This design comes from an exercise in tuning for small area on the open sky130 flow, not from production work. In this exercise RTL edits were held to simulation tests only and were not proved equivalent to the original. No activity file was given, so power comes from the tool's default toggle rates. The clock port is modelled as an ideal driver; clocking choices that lean on that would not hold on a real chip.

==> run R: inputs <==
## sd_sector_buffer
module sd_sector_buffer
#(
  parameter int          SECTOR_BYTES   = sd_pkg::SD_SECTOR_BYTES,
  parameter logic [31:0] DEFAULT_SECTOR = sd_pkg::SD_DEFAULT_SECTOR,
  parameter int          TIMEOUT_CYCLES = sd_pkg::SD_TIMEOUT_CYCLES
) (
  input  logic        i_clock,
  input  logic        i_reset,
  input  logic        i_sd_initialized,
  input  logic        i_load_start,
  input  logic [31:0] i_load_sector,
  output logic        o_rd_req,
  output logic [31:0] o_rd_sector,
  input  logic        i_rd_byte_valid,
  input  logic [7:0]  i_rd_byte,
  input  logic        i_rd_complete,
  input  logic [31:0] i_cpu_addr,
  output logic [31:0] o_cpu_rdata,
  output logic        o_buf_valid,
  output logic        o_busy,
  output logic        o_err,
  output logic [9:0]  o_byte_count
);
Settings: LEC_CHECK=0, CAP_MARGIN=20, CORE_MARGIN=2, CORE_UTILIZATION=66, CTS_CLUSTER_DIAMETER=66, CTS_CLUSTER_SIZE=32, GPL_TIMING_DRIVEN=0, PLACE_DENSITY=0.72, SETUP_SLACK_MARGIN=0.4, SLEW_MARGIN=20, SYNTH_HIERARCHICAL=1, SYNTH_MINIMUM_KEEP_SIZE=0; clock period 5.0 ns.
standard.sh (not shown) runs the stock make flow with config.mk's settings and CLKGATE_MAP_FILE= SYNTH_SCRIPT=/design/flow/synth_recipe.tcl, a recipe that flattens the netlist after the stock synthesis.
==> flow/flow/run.sh <==
#!/bin/bash
set -euo pipefail
export BUFFER_PORTS_ARGS="-buffer_cell sky130_fd_sc_hd__buf_2"
export CTS_ARGS="-sink_clustering_enable -repair_clock_nets -sink_clustering_size 32 -sink_clustering_max_diameter 66 -dont_use_dummy_load"
bash standard.sh > run_make.log 2>&1
==> inputs of run P, as changes to run R <==
--- a/flow/design.v
+++ b/flow/design.v
@@ -84,16 +84,17 @@
     end
   end
   for (genvar b = 0; b < 8; b++) begin : g_rd
     logic [21:0] w_a;       
     logic [31:0] w_bt;      
     logic [65:0] w_td, w_ts;
     logic [9:0]  w_ah;      
     logic [15:0] w_bl;
+    logic [2:0]  w_al;
     for (genvar k = 0; k < 64; k++) begin : g_tt
       localparam int P = 8 * (k / 4) + ((4 - ((k / 4) % 4)) % 4 + (k % 4)) % 8;
       assign w_td[k] = i_data[P][b];
       assign w_ts[k] = w_sel[P];
     end
     assign w_td[64] = i_xdata[0][b];
     assign w_ts[64] = i_xsel[0];
     assign w_td[65] = i_xdata[1][b];
@@ -124,17 +125,20 @@
     sd_ram_nand2 u_n5 (.i_a (w_a[20]), .i_b (w_a[21]), .o_y (w_ah[5]));
     for (genvar g = 0; g < 16; g++) begin : g_nb
       sd_ram_nor2 u_n (.i_a (w_bt[2*g]), .i_b (w_bt[2*g+1]), .o_y (w_bl[g]));
     end
     for (genvar g = 0; g < 4; g++) begin : g_nc
       sd_ram_nand4 u_n (.i_a (w_bl[4*g]), .i_b (w_bl[4*g+1]), .i_c (w_bl[4*g+2]), .i_d (w_bl[4*g+3]),
                         .o_y (w_ah[6+g]));
     end
-    sd_ram_or10 u_f (.i_a (w_ah), .o_y (o_rdata[b]));
+    sd_ram_nor3 u_r0 (.i_a (w_ah[0]), .i_b (w_ah[1]), .i_c (w_ah[2]), .o_y (w_al[0]));
+    sd_ram_nor3 u_r1 (.i_a (w_ah[3]), .i_b (w_ah[4]), .i_c (w_ah[5]), .o_y (w_al[1]));
+    sd_ram_nor4 u_r2 (.i_a (w_ah[6]), .i_b (w_ah[7]), .i_c (w_ah[8]), .i_d (w_ah[9]), .o_y (w_al[2]));
+    sd_ram_nand3 u_f (.i_a (w_al[0]), .i_b (w_al[1]), .i_c (w_al[2]), .o_y (o_rdata[b]));
   end
 endmodule
 module sd_ram_oai22 (input logic i_a1, i_a2, i_b1, i_b2, output logic o_y);
   assign o_y = ~((i_a1 | i_a2) & (i_b1 | i_b2));
 endmodule
 module sd_ram_aoi222 (input logic i_a1, i_a2, i_b1, i_b2, i_c1, i_c2, output logic o_y);
   assign o_y = ~((i_a1 & i_a2) | (i_b1 & i_b2) | (i_c1 & i_c2));
 endmodule
@@ -151,19 +155,16 @@
   assign o_y = ~(i_a | i_b);
 endmodule
 module sd_ram_nor3 (input logic i_a, i_b, i_c, output logic o_y);
   assign o_y = ~(i_a | i_b | i_c);
 endmodule
 module sd_ram_nor4 (input logic i_a, i_b, i_c, i_d, output logic o_y);
   assign o_y = ~(i_a | i_b | i_c | i_d);
 endmodule
-module sd_ram_or10 (input logic [9:0] i_a, output logic o_y);
-  assign o_y = |i_a;
-endmodule
 module sd_sector_buffer
 #(
   parameter int          SECTOR_BYTES   = sd_pkg::SD_SECTOR_BYTES,
   parameter logic [31:0] DEFAULT_SECTOR = sd_pkg::SD_DEFAULT_SECTOR,
   parameter int          TIMEOUT_CYCLES = sd_pkg::SD_TIMEOUT_CYCLES
 ) (
   input  logic        i_clock,
   input  logic        i_reset,
@@ -335,40 +336,29 @@
     if (w_ready && w_slot) begin
       r_srdy1 <= 1'b1;
     end else if ((w_lane0 && w_slot) || w_wr1) begin
       r_srdy1 <= 1'b0;
     end
   end
   logic        w_hit0, w_hit1;
   logic        w_rzero;
-  logic [7:0]  r_phase_oh;
-  logic [7:0]  w_raddr_oh;
-  logic [7:0]  w_rstep_oh;
+  logic [2:0]  w_rstep;
   logic [7:0]  w_rrow;
   logic [15:0] w_rcol;
   logic        w_ren;
   logic [31:0] w_rword;
   logic [31:0] w_we;
   logic [4:0]  w_wport;
   logic [31:0] r_rdata;
   always_ff @(posedge i_clock) begin
-    r_phase    <= r_phase + 3'd1;
-    r_phase_oh <= 8'd1 << (r_phase + 3'd1);
-  end
-  assign w_raddr_oh = 8'd1 << i_cpu_addr[8:6];
-  always_comb begin
-    for (int k = 0; k < 8; k++) begin
-      w_rstep_oh[k] = 1'b0;
-      for (int j = 0; j < 8; j++) begin
-        w_rstep_oh[k] = w_rstep_oh[k] | (w_raddr_oh[j] & r_phase_oh[(k - j + 8) % 8]);
-      end
-    end
+    r_phase <= r_phase + 3'd1;
   end
-  assign w_rrow  = w_ren ? w_rstep_oh : 8'd0;
+  assign w_rstep = i_cpu_addr[8:6] + r_phase;
+  assign w_rrow  = w_ren ? (8'd1 << w_rstep) : 8'd0;
   assign w_rcol  = 16'd1 << i_cpu_addr[5:2];
   assign w_hit0  = r_srdy0 && !i_cpu_addr[2] && (r_sidx0 == i_cpu_addr[8:3]);
   assign w_hit1  = r_srdy1 &&  i_cpu_addr[2] && (r_sidx1 == i_cpu_addr[8:3]);
   assign w_rzero = i_reset || (i_cpu_addr[10:9] != 2'b00);
   assign w_ren   = !w_rzero && !w_hit0 && !w_hit1;
   always_ff @(posedge i_clock) begin
     r_rdata <= w_rword;
   end
- CORE_UTILIZATION: 66 -> 62
- PLACE_DENSITY: 0.72 -> 0.68
- SETUP_SLACK_MARGIN: 0.4 -> 0.2
==> results.py <==
metrics = {
    "final_layout": {
        "final-clk-cell-share_pct": 3.32,
        "multi_input_area_mm2": 0.0304,
        "buffers_excl_clock": 343,
        "multi_input_area_share_pct": 23.6,
    },
    "worst_setup_path": {
        "r2r_cells": 9,
        "required_ns": 5.76,
        "r2r-end": "u_ram.r_ring[374]",
    },
    "cts": {
        "clock_latency_ns": 0.89,
        "post_cts_resized": 34,
    },
    "sta": {
        "tightest_slew_ns": 1.28,
        "whs_ns": 0.293,
    },
    "global_routing": {
        "met2_usage_pct": 65.2,
    },
    "pwr": {
        "power.density_mw_per_mm2": 411,
        "powerClk_mw": 16.1,
    },
    "run_status": {
        "status": "no timing/DRC/antenna violations",
    },
    "die": {
        "coreArea_mm2": 0.176,
    },
}
Source of the figures above: run R

==> results.py <==
metrics = {
    "pwr": {
        "powerClk_mw": 16.2,
        "switching_power_mw": 11.9,
        "power.density_mw_per_mm2": 416,
    },
    "final_layout": {
        "multi_input_area_mm2": 0.0304,
        "final-clk-cell-share_pct": 3.36,
        "multi_input_area_share_pct": 23.6,
        "buffers_excl_clock": 342,
        "sh_seq_area_pct": 67.1,
    },
    "worst_setup_path": {
        "r2r-end": "r_rdata[30]",
        "required_ns": 5.72,
        "r2r_cells": 14,
    },
    "die": {
        "coreArea_mm2": 0.187,
    },
    "synth": {
        "netlist_area_mm2": 0.117,
    },
    "run_status": {
        "status": "no timing/DRC/antenna violations",
    },
    "job": {
        "maxCapViolations": 0,
    },
    "global_routing": {
        "track_usage_pct": 42.0,
        "met2_usage_pct": 61.0,
    },
    "sta": {
        "whs_ns": 0.287,
    },
    "cts": {
        "post_cts_resized": 18,
    },
}
Source of the figures above: run P

==> static timing again, ports no longer ideal <==
The flow's constraints put no driver on any port. The routed layouts listed below were extracted and timed again, unchanged, in two steps. Step 1 sets driving cells, clkbuf_16 on the clock port and buf_2 on the other inputs (assumed; they add their load-dependent delay and slew). Step 2 adds t to the input delays and takes it off the output delays; t is the mean of the earliest and latest rising clock arrival at the registers after step 1. Input paths then give back, and output paths get back, about the clock's delay inside the block. a / b / c = ideal / step 1 / step 2; a / b = the first two.
| run | t (ns) | slack for setup (ns) | worst hold slack (ns) | slew at the worst register clock pin (ns) | pins driven straight from the clock port |
|---|---|---|---|---|---|
| run R | 0.954 | 0.201 / 0.201 / -0.662 | 0.293 / 0.267 / 0.293 | 0.12 / 0.12 | 1 |
| run P | 0.972 | 0.114 / 0.114 / -0.775 | 0.287 / 0.261 / 0.287 | 0.12 / 0.12 | 1 |
With both steps, setup timing fails in run R and run P, where it was met with ideal ports. For run P, which loses most, drivers alone change the setup slack by 0.000 ns; drivers and shift together by -0.889 ns.
